What follows belongs to an exercise in optimizing a design on an open flow for a short achievable clock period and few clock cycles; a production flow would make more cautious choices.
The RTL was checked by simulation tests, not by an equivalence proof against the original design.
Power is estimated from default activity; no workload was simulated.

## grid_line_path_walker
module grid_line_path_walker #(
   parameter int COORD_BITS = 8
) (
   input  logic                  clock,
   input  logic                  reset,
   input  logic                  req_valid,
   output logic                  req_stall,
   input  logic                  req_command,
   input  logic [COORD_BITS-1:0] req_start_y,
   input  logic [COORD_BITS-1:0] req_start_x,
   input  logic [COORD_BITS-1:0] req_end_y,
   input  logic [COORD_BITS-1:0] req_end_x,
   input  logic                  req_pass_through,
   input  logic                  req_info_mode,
   input  logic                  req_stop_at_occupant,
   input  logic                  req_cell_projectable,
   input  logic                  req_cell_believed_wall,
   input  logic                  req_cell_occupied,
   output logic                  rsp_valid,
   input  logic                  rsp_stall,
   output logic [COORD_BITS-1:0] rsp_grid_y,
   output logic [COORD_BITS-1:0] rsp_grid_x,
   output logic                  rsp_grid_valid,
   output logic                  rsp_path_done,
   output logic [glpw_pkg::LEN_W-1:0] rsp_path_length,
   input  logic                  csr_psel,
   input  logic                  csr_penable,
   input  logic                  csr_pwrite,
   input  logic [glpw_pkg::CSR_ADDR_W-1:0] csr_paddr,
   input  logic [glpw_pkg::CSR_DATA_W-1:0] csr_pwdata,
   output logic [glpw_pkg::CSR_DATA_W-1:0] csr_prdata,
   output logic                  csr_pready
);
==> flow/config.mk <==
export PLATFORM = sky130hd
export DESIGN_NAME = grid_line_path_walker
export DESIGN_NICKNAME = grid_line_path_walker
export VERILOG_FILES = /design/flow/design.v
export SDC_FILE = /design/flow/constraint.sdc
export NUM_CORES = 4
export LEC_CHECK = 0
export CAP_MARGIN = 20
export CORE_MARGIN = 2
export CORE_UTILIZATION = 40
export SLEW_MARGIN = 20
==> flow/constraint.sdc <==
create_clock -name core_clock -period 10.5 [get_ports {clock}]
set_input_delay 2.1000 -clock core_clock [delete_from_list [all_inputs] [get_ports {clock}]]
set_output_delay 2.1000 -clock core_clock [all_outputs]
set_load 0.01 [all_outputs]
standard.sh (not shown) runs the stock make flow with config.mk's settings and CLKGATE_MAP_FILE= SYNTH_SCRIPT=/design/flow/synth_recipe.tcl, a recipe that flattens the netlist after the stock synthesis.
==> flow/flow/run.sh <==
#!/bin/bash
set -euo pipefail
bash standard.sh SETUP_SLACK_MARGIN=6.6 finish > orfs_make.log 2>&1
Testbench counts at the start, summed over its fixed seeds: cycles 46,506.
Edit:
--- a/flow/design.v
+++ b/flow/design.v
@@ -236,30 +236,31 @@
    logic          active_ff;
    logic          pass_ff, info_ff, soo_ff;
    logic          vert_ff, diag_ff;
    logic          ydn_ff, xdn_ff;
    logic [CB-1:0] cand_y_ff, cand_x_ff;    
    logic [LW-1:0] cells_ff;                
    logic [LW-1:0] cells1_ff;               
    logic [LW-1:0] kc_ff;                   
    word_type      rc_ff;                   
+   logic          rcge_ff;                 
    logic          tgtc_ff;                 
    logic [CB-1:0] major_ff;                
    word_type      d_ff;                    
    word_type      incp_ff, incn_ff;        
    logic          c_stop, c_give, c_done;
    logic [CB-1:0] s_y, s_x;
    always_comb begin
       s_y    = it.horz ? it.y0 : it.y1;
       s_x    = it.vert ? it.x0 : it.x1;
       c_stop = (info_ff ? it.st_w : !it.st_p) || (soo_ff && it.st_o);
       c_give = active_ff && !c_stop;
-      c_done = (!pass_ff && tgtc_ff) || ks_uge(rc_ff, w(range_limit_ff));
+      c_done = (!pass_ff && tgtc_ff) || rcge_ff;
       if (it.cmd == glpw_pkg::CMD_START) begin
          rsp_grid_y      = it.same ? '0 : s_y;
          rsp_grid_x      = it.same ? '0 : s_x;
          rsp_grid_valid  = !it.same;
          rsp_path_done   = it.same || it.sdone;
          rsp_path_length = it.same ? LW'(0) : LW'(1);
       end else begin
          rsp_grid_y      = c_give ? cand_y_ff : '0;
          rsp_grid_x      = c_give ? cand_x_ff : '0;
@@ -321,36 +322,61 @@
                active_ff <= 1'b0;
             end else begin
                active_ff <= !c_done;
                cells_ff  <= cells1_ff;
                cells1_ff <= n_cells1[LW-1:0];
             end
          end
       end
    end
+   logic     n_inc2, csr_wr;
+   word_type n_rc1, n_rc2;
+   logic     n_ge1, n_ge2;
+   always_comb begin
+      n_inc2 = n_e && kc_ff[0];
+      n_rc1  = ks_add(rc_ff, word_type'(1), 1'b0);
+      n_rc2  = ks_add(rc_ff, word_type'(2), 1'b0);
+      n_ge1  = ks_uge(n_rc1, w(range_limit_ff));
+      n_ge2  = ks_uge(n_rc2, w(range_limit_ff));
+      csr_wr = csr_psel && csr_penable && csr_pwrite && csr_hit;
+   end
+   always_ff @(posedge clock) begin
+      if (reset) begin
+         rc_ff   <= '0;
+         rcge_ff <= 1'b0;
+      end else if (csr_wr) begin
+         rcge_ff <= ks_uge(rc_ff, w(csr_pwdata[LW-1:0]));
+      end else if (take) begin
+         if (it.cmd == glpw_pkg::CMD_START) begin
+            rc_ff   <= s_diag ? word_type'(3) : word_type'(2);
+            rcge_ff <= s_diag ? (range_limit_ff <= LW'(3)) : (range_limit_ff <= LW'(2));
+         end else if (c_give) begin
+            rc_ff   <= n_inc2 ? n_rc2 : n_rc1;
+            rcge_ff <= n_inc2 ? n_ge2 : n_ge1;
+         end
+      end
+   end
    always_ff @(posedge clock) begin
       if (take) begin
          if (it.cmd == glpw_pkg::CMD_START) begin
             vert_ff   <= it.vert;
             diag_ff   <= s_diag;
             ydn_ff    <= it.ydn;
             xdn_ff    <= it.xdn;
             cand_y_ff <= s_cy;
             cand_x_ff <= s_cx;
             kc_ff     <= s_diag ? LW'(2) : LW'(s_d0ge);
-            rc_ff     <= s_diag ? word_type'(3) : word_type'(2);
             tgtc_ff   <= (s_a == word_type'(2));
             major_ff  <= s_a[CB-1:0];
             d_ff      <= s_d0;
             incp_ff   <= ks_sub(s_m << 1, s_a << 1);
             incn_ff   <= s_m << 1;
          end else if (c_give) begin
             cand_y_ff <= n_cy;
             cand_x_ff <= n_cx;
             kc_ff     <= kc_ff + LW'(n_e);
-            rc_ff     <= ks_add(rc_ff, word_type'(1), n_e && kc_ff[0]);
             tgtc_ff   <= (n_cells1[LW-1:0] == major_ff);
             d_ff      <= n_d;
          end
       end
    end
 endmodule
=> The changed run completed with no timing, DRC or antenna violations. Hold slack stays flat. Power goes up slightly. Global-route usage goes up by 0.79 points. Worst setup slack is worse by 0.41 ns. Wire length increases by about a fifth. Area after synthesis rose by a few percent. Combinational power climbs by a few percent. Sequential share of layout area fell by 3.5 points. Die area is higher by a few percent. Utilization increases by 2.6 points. Clock skew came out higher by 0.0075 ns. Clock-buffer cell count goes down by 1. Non-clock buffer count climbs by 75.
Testbench counts after the change, summed over its fixed seeds: cycles 46,506.

==> re-timing with driven ports <==
The flow's constraints put no driver on any port. The routed layouts listed below were extracted and timed again, unchanged, in two steps.
Step 1 assumes that a clkbuf_16 drives the clock port and a buf_2 every other input.
Step 2 times the ports against the registers' clock, not the clock port: input delays grow and output delays shrink by t, the midpoint of the rising clock arrivals with the driver on.
Three values: ideal ports, drivers, drivers and shift; two values: the first two.
run | t, ns | setup WS [ns] | latest minus earliest clock arrival (ns) | worst data-port slew with drivers (ns)
the first run | 0.476 | 5.951 / 5.903 / 5.531 | 0.013 / 0.013 | 0.06
the second run | 0.478 | 5.543 / 5.533 / 5.055 | 0.016 / 0.016 | 0.16
After both steps setup and hold are still met in every run listed. The setup slack of the second run, which loses most, moves by -0.010 ns with the drivers and by -0.488 ns with both steps.
